This design comes from an exercise in tuning for small area, a short achievable clock period and few clock cycles per item on the open sky130 flow, not from production work. No run shown here included a check of the RTL's function; only the layout flow was run. No activity file was given, so power comes from the tool's default toggle rates.

==> flow/design.v (outline; a module is shown in full before it is edited, if it fits) <==
// module conv3x3_fa: 10 lines
// module conv3x3_ha: 9 lines
// module conv3x3_pp3n: 6 lines
// module conv3x3_pp3p: 6 lines
// module conv3x3_pp2n: 6 lines
// module conv3x3_stream: 2416 lines
module conv3x3_stream
#(
  parameter int DATA_W     = 8,
  parameter int COEF_W     = 8,
  parameter int NORM_SHIFT = 4
) (
  input  logic                  i_clk,
  input  logic                  i_rst,
  input  logic [9*DATA_W-1:0]   i_pixel_data,
  input  logic                  i_pixel_data_valid,
  input  logic                  i_pixel_data_last,
  output logic                  o_pixel_data_ready,
  output logic [DATA_W-1:0]     o_convolved_data,
  output logic                  o_convolved_data_valid,
  output logic                  o_convolved_data_last,
  output logic                  o_convolved_sat,
  input  logic                  i_out_ready,
  input  logic                  i_coef_we,
  input  logic [3:0]            i_coef_addr,
  input  logic [COEF_W-1:0]     i_coef_data,
  input  logic                  i_coef_commit,
  output logic                  o_cfg_pending
);
  // ...
==> flow/run.sh <==
#!/bin/bash
# synth_recipe.tcl (not shown) runs the flow's synth.tcl, then flattens the netlist and writes it again
# the make line also repeats each setting of config.mk as NAME=value (left out here)
make -C /OpenROAD-flow-scripts/flow DESIGN_CONFIG=/design/flow/config.mk WORK_HOME=/design/flow/orfs CLKGATE_MAP_FILE= SYNTH_SCRIPT=/design/flow/synth_recipe.tcl finish
==> flow/config.mk <==
export PLATFORM = sky130hd
export DESIGN_NAME = conv3x3_stream
export DESIGN_NICKNAME = conv3x3_stream
export VERILOG_FILES = /design/flow/design.v
export SDC_FILE = /design/flow/constraint.sdc
export NUM_CORES = 4
export LEC_CHECK = 0
export CAP_MARGIN = 20
export CORE_MARGIN = 2
export CORE_UTILIZATION = 55
export SETUP_SLACK_MARGIN = 2.4
export SLEW_MARGIN = 20
export SYNTH_HIERARCHICAL = 1
==> flow/constraint.sdc <==
create_clock -name core_clock -period 5.0 [get_ports {i_clk}]
set_input_delay 1.0000 -clock core_clock [delete_from_list [all_inputs] [get_ports {i_clk}]]
set_output_delay 1.0000 -clock core_clock [all_outputs]
set_load 0.01 [all_outputs]
==> flow_summary.toml, run 1 <==
[drt]
drc = 0
wirelength_met1_um = 35600
wl_met3_um = 5178
firstDrtPassIters = 5

[worst_setup_path]
r2r_slack_ns = 2.42
cp.depth = 5
r2r_start = "coef_q[16]$_SDFFE_PP1P_"

[global_route]
top_usage_layer = "met2"
grt-ovfl-total = 0
met2_usage_pct = 47.99

[cells_and_area]
synthToLayoutAreaGrowth_pct = 15.30
nMultiInputCombCells = 1623
finalNonFillerCells = 3058

[logic_synthesis]
synth-edff-count = 60
synth_top_cell_by_area = "fa_1"
synth_compound_area_share_pct = 3.885
synth-simple-area-share_pct = 15.44
synth-seq-area-share_pct = 36.95

[place]
pre_cts_slack_ns = 1.300
port_buffers = 103

[power]
clk-power_mw = 4.20
vdd_ir_drop_max_uv = 355.1

[run_status]
status = "timing/DRC/antenna clean"

[sta]
slew_headroom_pct = 30.93

[worst_hold_path]
whs_endpoint = "st3_q[30]$_DFF_P_"

[clocking]
clockRootBuffer = "clkbuf_16"
clk_pin_slew_worst_paths_ns = 0.06
==> run 2, diff against run 1 <==
--- a/flow/config.mk
+++ b/flow/config.mk
@@ -7,7 +7,7 @@
 export LEC_CHECK = 0
 export CAP_MARGIN = 20
 export CORE_MARGIN = 2
-export CORE_UTILIZATION = 55
+export CORE_UTILIZATION = 40
 export SETUP_SLACK_MARGIN = 2.4
 export SLEW_MARGIN = 20
 export SYNTH_HIERARCHICAL = 1
==> flow_summary.toml, run 2 <==
[sta]
fin_ws_ns = 2.340
tns_ns = 0
clock-skew-final_ns = 0.04405
post-route-min-period_ns = 2.660
slew_headroom_pct = 27.94
fin_crit_sh_pct = 53.19
rsz0062_at_grt = "yes"
max_slew.worst_pin.slew_ns = 1.081
max_freq_mhz = 376.0
hold_viol = 0
holdWs_ns = 0.3239
setup_viol = 0
final_max_slew_viol_count = 0

[power]
clkPwrFrac_pct = 19.9
comb_power_share_pct = 49.0
p_int_mw = 13.10
p_leak_nw = 13.64
power.density_nw_per_um2 = 640.3
seq_power_share_pct = 31.1
p_sw_share_pct = 39.23
power_mw = 21.57
vdd_ir_drop_max_uv = 349.1
p_switching_mw = 8.461

[clocking]
clkSinkCount = 502
clockBufferDepth = 3
cts_buffers = 54
worstSkewPairLatency_ns = 0.63
cts_tree = "done"
htreeDepth = 2
postCtsHoldBufs = 0
clk_pin_slew_worst_paths_ns = 0.06
clockRootBuffer = "clkbuf_16"

[cells_and_area]
final_cell_mix = "dfxtp_1, and2_1, fa_1"
nFillCells = 6314
largest_register = "st1_q"
synthToLayoutAreaGrowth_pct = 16.85
top_regs = "st1_q x175, coef_q x72, shadow_q x72"
finalNonFillerCells = 3339
final_core_util_pct = 47.19
fin_nets = 3009
multi_input_area_um2 = 18590
seqCellArea_um2 = 10680
largest_register_ff_count = 175
final_design_area_no_fill_um2 = 33680
final_common_cell = "dfxtp_1"
drive_above_1_share_pct = 22.53

[place]
gp_congestion = 0.9074
pre_cts_slack_ns = 1.302
dp_hpwl_um = 67020
port_buffers = 103
placed_cell_area_um2 = 31570
placed_cells = 3221

[drt]
vias_per_cell = 5.103
first_iter_violations = 1107
drt_wl_total_um = 82210
vias = 17040
firstDrtPassIters = 5
drc = 0
drt-wirelength-per-cell_um = 24.62
ant_nets = 0

[worst_setup_path]
r2r-end = "st1_q[123]$_DFF_P_"
start_kind = "input pin"
arrival_ns = 3.13
r2r_start = "coef_q[23]$_SDFFE_PP0P_"
cp_data_required_time_ns = 5.47
path_max_fanout = 8
r2r_slack_ns = 2.37
worstSetupPathType = "in2reg"
rr_worst_depth = 4
cp-end-kind = "flop"

[logic_synthesis]
ys.flop_type = "dfxtp_1"
yosysMostFrequentCell = "fa_1"
synth-edff-count = 60
synthTopCellsByCount = "fa_1, and2_1, dfxtp_1"
yosys-top-cells-area = "fa_1, dfxtp_1, and2_1"
synth-seq-area-share_pct = 36.95
synth_top_area_share_pct = 37.99
synth_top_cell_by_area = "fa_1"
postSynth.asyncResetShare_pct = 0
netlist-cell-type-count = 51
syn-cell-area_um2 = 28820
yosys_register_bits = 502
yosysWarnings = 7
syn_inst = 2225
synth_area_per_cell_um2 = 12.95
syn-num-nets = 2891

[global_route]
grt_pass1_vias = 19050
grt_max_degree = 105
grt_usage_pct = 22.79
antenna_found_initial = 6
grt_pass1_wl_um = 124000
grt-ovfl-total = 0

[floorplanning]
die-height_um = 272.4
coreArea_um2 = 71360
die_x_um = 272.4
die_area_um2 = 74220
io_pins = 104
rows = 98
initial_utilization_pct = 40.39

[worst_hold_path]
hold_path_depth = 0
hold_class = "reg2reg"
whs_endpoint = "st3_q[7]$_DFF_P_"
min_from = "st2_q[7]$_DFF_P_"

[job]
drv_cap = 0

[run_status]
status = "timing/DRC/antenna clean"
[run 2: cell counts after synthesis]
No cell type changed its count.
[run 2: cell type report]
class                   instances  share of cell area (%)
diodes                          1                0.007430
inverters                      36                  0.4309
repair buffers                124                   3.351
clock buffers                  75                   4.703
flip-flops and latches        502                   31.72
well taps                     950                   3.529
multi-input cells            1625                   55.19
clock inverters                26                   1.066
[run 2: per-module statistics from Yosys (local to each module, per instance)]
module / flip-flops and latches / cells inside / copies in the design / cell area [um2]
conv3x3_stream: 502 / 1676 / 1 / 17870
conv3x3_ha: 0 / 1 / 5 / 12.51
conv3x3_fa: 0 / 1 / 544 / 20.02
[run 2: how the worst max path moves through the flow]
| stage | start | to | cells after the start |
|---|---|---|---|
| after global placement | i_pixel_data[11] | st1_q[123]$_DFF_P_ | 5 |
| after floorplan | i_out_ready | fne_q$_SDFF_PP0_ | 10 |
| after global routing | coef_q[23]$_SDFFE_PP0P_ | st1_q[123]$_DFF_P_ | 4 |
| after CTS | i_pixel_data[20] | st1_q[123]$_DFF_P_ | 5 |
| final | i_pixel_data[23] | st1_q[123]$_DFF_P_ | 5 |
| after detailed placement | i_pixel_data[11] | st1_q[123]$_DFF_P_ | 5 |
[run 2: cells by family after synthesis]
group	Yosys count	synth area share, %
AOI/OAI and AO/OA	150	3.885
xor gates and xnor gates	15	0.4558
adders and majority gates	575	39.21
buffers and inverters	100	1.485
DFF	502	36.95
muxes	74	2.574
and+or+nand+nor	809	15.44
[run 2: power groups by stage]
stage,sequential [mW],clock [mW],combinational [mW]
floorplan,6.24,0,6.62
global placement,6.76,0,9.99
detailed placement,6.79,0,10.5
CTS,6.71,4.39,10.6
global route,6.83,4.54,11.9
finish,6.70,4.30,10.6
[run 2: worst max-delay path, cell delays in order]
cell             delay (ns)
clkdlybuf4s15_2        0.28
and2_4                 0.20
fa_1                   0.49
fa_2                   0.68
fa_2                   0.46
[run 2: repair_timing]
item                                    CTS  global route
endpoints found under the setup margin  192            43
setup buffers                             3            11
gates resized for setup                 236            72
gates cloned                              2             0
pin swaps                                 7            13
[run 2: routing by layer]
layer  track usage [%]  vias up  routed length (um)  part of all wire [%]
li1                  -     7394                   -                     -
met1             30.74     9088               35720                    43
met2             37.87      440               39550                    48
met3             4.681      108                5184                   6.3
met4             5.335       10                1712                   2.1
met5                 0        -                  51                 0.062
==> run 3, diff against run 2 <==
--- a/flow/config.mk
+++ b/flow/config.mk
@@ -7,7 +7,9 @@
 export LEC_CHECK = 0
 export CAP_MARGIN = 20
 export CORE_MARGIN = 2
-export CORE_UTILIZATION = 40
+export CORE_UTILIZATION = 55
+export CTS_CLUSTER_DIAMETER = 100
+export CTS_CLUSTER_SIZE = 30
 export SETUP_SLACK_MARGIN = 2.4
 export SLEW_MARGIN = 20
 export SYNTH_HIERARCHICAL = 1
==> flow_summary.toml, run 3 <==
[global_route]
antenna_found_initial = 2
grt_max_degree = 127
grt-ovfl-total = 0
grt_usage_pct = 29.90
grt_pass1_wl_um = 116200
grt_pass1_vias = 17850

[power]
vdd_ir_drop_max_uv = 329.7
p_leak_nw = 13.02
power.density_nw_per_um2 = 606.0

[sta]
hold_viol = 0
fin_crit_sh_pct = 52.39
final_max_slew_viol_count = 0
slew_headroom_pct = 31.20
post-route-min-period_ns = 2.619
setup_viol = 0
rsz0062_at_grt = "yes"
max_slew.worst_pin.slew_ns = 1.032
tns_ns = 0
clock-skew-final_ns = 0.03697
max_freq_mhz = 381.8

[logic_synthesis]
synthTopCellsByCount = "fa_1, and2_1, dfxtp_1"
syn-cell-area_um2 = 28820
synth_top_area_share_pct = 37.99
yosys_register_bits = 502
yosysWarnings = 7
postSynth.asyncResetShare_pct = 0
syn_inst = 2225
yosys-top-cells-area = "fa_1, dfxtp_1, and2_1"
synth_area_per_cell_um2 = 12.95
syn-num-nets = 2891
yosysMostFrequentCell = "fa_1"
synth-edff-count = 60
netlist-cell-type-count = 51
synth-seq-area-share_pct = 36.95
ys.flop_type = "dfxtp_1"
synth_top_cell_by_area = "fa_1"

[cells_and_area]
final_cell_mix = "dfxtp_1, and2_1, fa_1"
drive_above_1_share_pct = 20.04
fin_nets = 2968
largest_register_ff_count = 175
n_antenna_cell = 0
final_core_util_pct = 62.23
synthToLayoutAreaGrowth_pct = 11.44
top_regs = "st1_q x175, coef_q x72, shadow_q x72"
largest_register = "st1_q"
final_common_cell = "dfxtp_1"

[worst_setup_path]
cp-end-kind = "flop"
cp_slowest_stage_delay_ns = 0.66
start_kind = "input pin"
rr_worst_depth = 4
path_max_fanout = 8
arrival_ns = 3.10
worstSetupPathType = "in2reg"
crit_path_cell_trace = "clkdlybuf4s15_2 > and2_1 > fa_1 > fa_2 > fa_2"
cp_slowest_cell = "fa_2"
cp_data_required_time_ns = 5.48
cp_common_cell = "fa_2"

[floorplanning]
initial_utilization_pct = 55.85
die_x_um = 232.9
io_pins = 104
die_area_um2 = 54250
rows = 83
die-height_um = 232.9
coreArea_um2 = 51610

[clocking]
cts_tree = "done"
clk_pin_slew_worst_paths_ns = 0.11
cts_buffers = 23
clockRootBuffer = "clkbuf_16"
postCtsHoldBufs = 0
htreeDepth = 1
worstSkewPairLatency_ns = 0.61
clkSinkCount = 502
clockBufferDepth = 3

[drt]
vias = 16610
drc = 0
ant_nets = 0
vias_per_cell = 5.546
drt_wl_total_um = 77770
drt-wirelength-per-cell_um = 25.96
firstDrtPassIters = 6
first_iter_violations = 1058

[place]
port_buffers = 103
dp_hpwl_um = 65040
gp_congestion = 0.9535

[worst_hold_path]
hold_class = "reg2reg"
hold_path_depth = 0

[run_status]
status = "timing/DRC/antenna clean"

[job]
drv_cap = 0
run 3: cells by family (layout without fill, tap and decap cells):
kind of cell / count (synthesis) / in the layout / synth area share, %
DFF: 502 / 502 / 36.95
adders and majority gates: 575 / 575 / 39.21
muxes: 74 / 74 / 2.574
and+or+nand+nor: 809 / 809 / 15.44
AOI/OAI and AO/OA: 150 / 150 / 3.885
xor gates and xnor gates: 15 / 15 / 0.4558
buffers and inverters: 100 / 190 / 1.485
run 3: where the power goes:
part | leakage, nW | internal [mW] | switching, mW
Combinational | 8.42 | 4.81 | 5.58
Clock | 0.374 | 1.01 | 1.39
Sequential | 4.22 | 5.63 | 1.04
run 3: repair_timing:
action,4_1_cts,5_1_grt
pin swaps,11,16
endpoints found under the setup margin,163,31
resized for setup,235,67
setup buffers,5,3
run 3: modules after synthesis (local to each module, per instance):
module | copies in the design | cells | flops+latches | cell area, um2
conv3x3_fa | 544 | 1 | 0 | 20.02
conv3x3_ha | 5 | 1 | 0 | 12.51
conv3x3_stream | 1 | 1676 | 502 | 17870
run 3: cell type report:
| type | instances | area, um2 |
|---|---|---|
| inverters | 36 | 145.1 |
| clock buffers | 28 | 594.3 |
| flip-flops and latches | 502 | 10680 |
| well taps | 680 | 850.8 |
| fillers | 3976 | 19490 |
| repair buffers | 116 | 1092 |
| clock inverters | 10 | 190.2 |
| multi-input cells | 1623 | 18570 |
run 3: path summary, 6_finish.rpt:
| check | start | end | slack (ns) |
|---|---|---|---|
| max | i_pixel_data[7] | st1_q[65]$_DFF_P_ | 2.38 |
| min | lq[1]$_DFF_P_ | lq[2]$_DFF_P_ | 0.32 |
| max reg2reg | coef_q[16]$_SDFFE_PP1P_ | st1_q[12]$_DFF_P_ | 2.42 |
| min reg2reg | lq[1]$_DFF_P_ | lq[2]$_DFF_P_ | 0.32 |
run 3: worst max-delay path, delay by kind of cell:
| kind | cells | cell delay, ns |
|---|---|---|
| buffers and inverters | 1 | 0.25 |
| adders and majority gates | 3 | 1.64 |
| and+or+nand+nor | 1 | 0.20 |
run 3: per-layer routing:
| metal | part of all wire (%) | wire length, um | vias up | track usage, % |
|---|---|---|---|---|
| li1 | - | - | 7272 | - |
| met1 | 46 | 35610 | 8795 | 44.10 |
| met2 | 46 | 35940 | 471 | 47.70 |
| met3 | 6.2 | 4812 | 73 | 4.951 |
| met4 | 1.8 | 1396 | 0 | 5.056 |
| met5 | 0 | 0 | - | 0 |
run 3: per-stage QoR:
stage	total power [mW]	area [um2]	hold slack, ns	instances	setup slack, ns
final	19.47	32120	0.3234	2995	2.381
after global routing	21.11	32120	0.3340	2995	2.380
after CTS	19.52	32190	0.3083	2992	2.381
after detailed placement	17.11	31230	0.3128	2949	1.300
after global placement	16.73	31230	0.3101	2949	1.357
after floorplan	12.86	29580	0.3096	2225	1.997
==> run 4, diff against run 3 <==
--- a/flow/config.mk
+++ b/flow/config.mk
@@ -8,8 +8,8 @@
 export CAP_MARGIN = 20
 export CORE_MARGIN = 2
 export CORE_UTILIZATION = 55
-export CTS_CLUSTER_DIAMETER = 100
-export CTS_CLUSTER_SIZE = 30
+export CTS_CLUSTER_DIAMETER = 80
+export CTS_CLUSTER_SIZE = 22
 export SETUP_SLACK_MARGIN = 2.4
 export SLEW_MARGIN = 20
 export SYNTH_HIERARCHICAL = 1
==> flow_summary.toml, run 4 <==
[run_status]
status = "timing/DRC/antenna clean"

[drt]
vias = 16580
wirelength_met1_um = 35470
vias_per_cell = 5.514
drt-wirelength-per-cell_um = 25.93
drt_wl_total_um = 77980
top_layer_used = "met5"
first_iter_violations = 1094
firstDrtPassIters = 5
wl_met3_um = 5065
ant_nets = 0
drc = 0
wl_met2_um = 36080

[worst_setup_path]
arrival_ns = 3.11
path_buf_inv = 1
cp_slowest_stage_delay_ns = 0.64
path_max_fanout = 8
start_kind = "input pin"
cp-end-kind = "flop"
crit_path_cell_trace = "clkdlybuf4s15_2 > and2_1 > fa_1 > fa_2 > fa_2"
worstSetupPathType = "in2reg"
cp_data_required_time_ns = 5.50
critPathTopFamily = "adder cells"
cp_slowest_cell = "fa_2"
cp_common_cell = "fa_2"

[clocking]
clockBufferDepth = 3
cts_buffers = 31
clockRootBuffer = "clkbuf_16"
postCtsHoldBufs = 0
htreeDepth = 1
cts_tree = "done"
clkSinkCount = 502
clk_pin_slew_worst_paths_ns = 0.08
worstSkewPairLatency_ns = 0.62

[floorplanning]
die_area_um2 = 54250
die_x_um = 232.9
coreArea_um2 = 51610
io_pins = 104
die-height_um = 232.9
rows = 83
initial_utilization_pct = 55.85

[cells_and_area]
largest_register_ff_count = 175
fin_nets = 2976
synthToLayoutAreaGrowth_pct = 11.94
drive_above_1_share_pct = 19.94
nFillCells = 3947
final_common_cell = "dfxtp_1"
n_antenna_cell = 0
final_core_util_pct = 62.51
final_cell_mix = "dfxtp_1, and2_1, fa_1"
top_regs = "st1_q x175, coef_q x72, shadow_q x72"
largest_register = "st1_q"

[global_route]
grt-ovfl-total = 0
grt_usage_pct = 29.91
grt_pass1_vias = 17920
grt_max_degree = 127
grt_pass1_wl_um = 116300
antenna_found_initial = 2

[sta]
final_max_slew_viol_count = 0
max_freq_mhz = 382.3
fin_ws_ns = 2.384
tns_ns = 0
fin_crit_sh_pct = 52.31
hold_viol = 0
slew_headroom_pct = 31.22
holdWs_ns = 0.3298
post-route-min-period_ns = 2.616
max_slew.worst_pin.slew_ns = 1.032
rsz0062_at_grt = "no"
clock-skew-final_ns = 0.02067
setup_viol = 0

[logic_synthesis]
synth_top_cell_by_area = "fa_1"
synth-edff-count = 60
syn-cell-area_um2 = 28820
yosys_register_bits = 502
synth-seq-area-share_pct = 36.95
postSynth.asyncResetShare_pct = 0
netlist-cell-type-count = 51
yosysWarnings = 7
syn-num-nets = 2891
yosys-top-cells-area = "fa_1, dfxtp_1, and2_1"
synth_area_per_cell_um2 = 12.95
synthTopCellsByCount = "fa_1, and2_1, dfxtp_1"
synth_top_area_share_pct = 37.99
yosysMostFrequentCell = "fa_1"
syn_inst = 2225
ys.flop_type = "dfxtp_1"

[job]
drv_cap = 0

[place]
dp_hpwl_um = 65040
gp_congestion = 0.9535
pre_cts_slack_ns = 1.300
port_buffers = 103

[worst_hold_path]
hold_class = "reg2reg"

[power]
power_mw = 19.79
p_leak_nw = 13.12
power.density_nw_per_um2 = 613.3
vdd_ir_drop_max_uv = 367.2
-- run 4: cell counts after synthesis --
No cell type changed its count.
-- run 4: logic make-up after synthesis --
group,after synthesis,share of synthesized area (%)
compound gates,150,3.885
xor+xnor,15,0.4558
fa+ha+maj,575,39.21
buf+inv,100,1.485
flops,502,36.95
mux,74,2.574
simple gates,809,15.44
-- run 4: metrics by stage --
step | std cells | area, um2
finish | 3007 | 32270
global route | 3007 | 32270
CTS | 3004 | 32370
detailed placement | 2949 | 31230
global placement | 2949 | 31230
floorplan | 2225 | 29580
-- run 4: modules after synthesis (local to each module, per instance) --
module,cells,copies in the design,area [um2]
conv3x3_stream,1676,1,17870
conv3x3_ha,1,5,12.51
conv3x3_fa,1,544,20.02
-- run 4: area by class of cell --
cell class                      instances  area (um2)  area share [%]
Clock inverter                         12       167.7          0.5196
Inverter                               36       145.1          0.4498
Sequential cell                       502       10670           33.07
Clock buffer                           38       822.0           2.548
Timing Repair Buffer                  116        1054           3.265
Multi-Input combinational cell       1623       18560           57.52
Tap cell                              680       850.8           2.637
-- run 4: what timing repair did --
action,in CTS,in global routing
gates resized for setup,208,73
buffers inserted,5,3
setup endpoints to repair,163,37
pin swaps,10,8
cloned,0,0
-- run 4: worst paths after layout --
kind                startpoint                end  slack (ns)  depth (start not counted)
min reg2reg   st2_q[7]$_DFF_P_   st3_q[7]$_DFF_P_        0.33                          0
max reg2reg  st1_q[51]$_DFF_P_  st2_q[17]$_DFF_P_        2.41                          4
max           i_pixel_data[52]  st1_q[50]$_DFF_P_        2.38                          5
min           st2_q[7]$_DFF_P_   st3_q[7]$_DFF_P_        0.33                          0
-- run 4: metal layers --
layer / up-vias / global-route usage, %
li1: 7301 / -
met4: 2 / 5.215
met1: 8750 / 43.66
met5: - / 0
met2: 457 / 47.75
met3: 72 / 5.466
-- run 4: power breakdown --
| part | leakage [nW] | switching, mW | internal [mW] | total, mW |
|---|---|---|---|---|
| clock network | 0.479 | 1.46 | 1.26 | 2.72 |
| logic | 8.42 | 5.60 | 4.81 | 10.4 |
| registers | 4.22 | 1.04 | 5.62 | 6.67 |
| total | 13.1 | 8.10 | 11.7 | 19.8 |

what the ideal ports hide:
The flow's constraints put no driver on any port. The routed layouts listed below were extracted and timed again, unchanged, in two steps.
Step 1, drivers: a clkbuf_16 drives i_clk and a buf_2 each remaining input, both assumed.
Step 2, shift: input delay + t, output delay - t, t = (earliest + latest rising clock arrival at the registers) / 2. This alone moves slack from input paths to output paths.
Slacks: no drivers / after step 1 / after step 2; pairs: no drivers / after step 1.
run	shift t [ns]	setup slack, ns	worst setup path after step 2	worst data-port slew with drivers (ns)
run 1	0.662	2.373 / 2.415 / 1.753	input to register	0.08
run 2	0.669	2.340 / 2.368 / 1.707	input to register	0.12
run 3	0.653	2.381 / 2.417 / 1.764	input to register	0.08
run 4	0.666	2.384 / 2.396 / 1.758	input to register	0.08
After both steps every run listed still meets setup and hold. The setup slack of run 2, which loses most, moves by +0.028 ns with the drivers and by -0.633 ns with both steps.
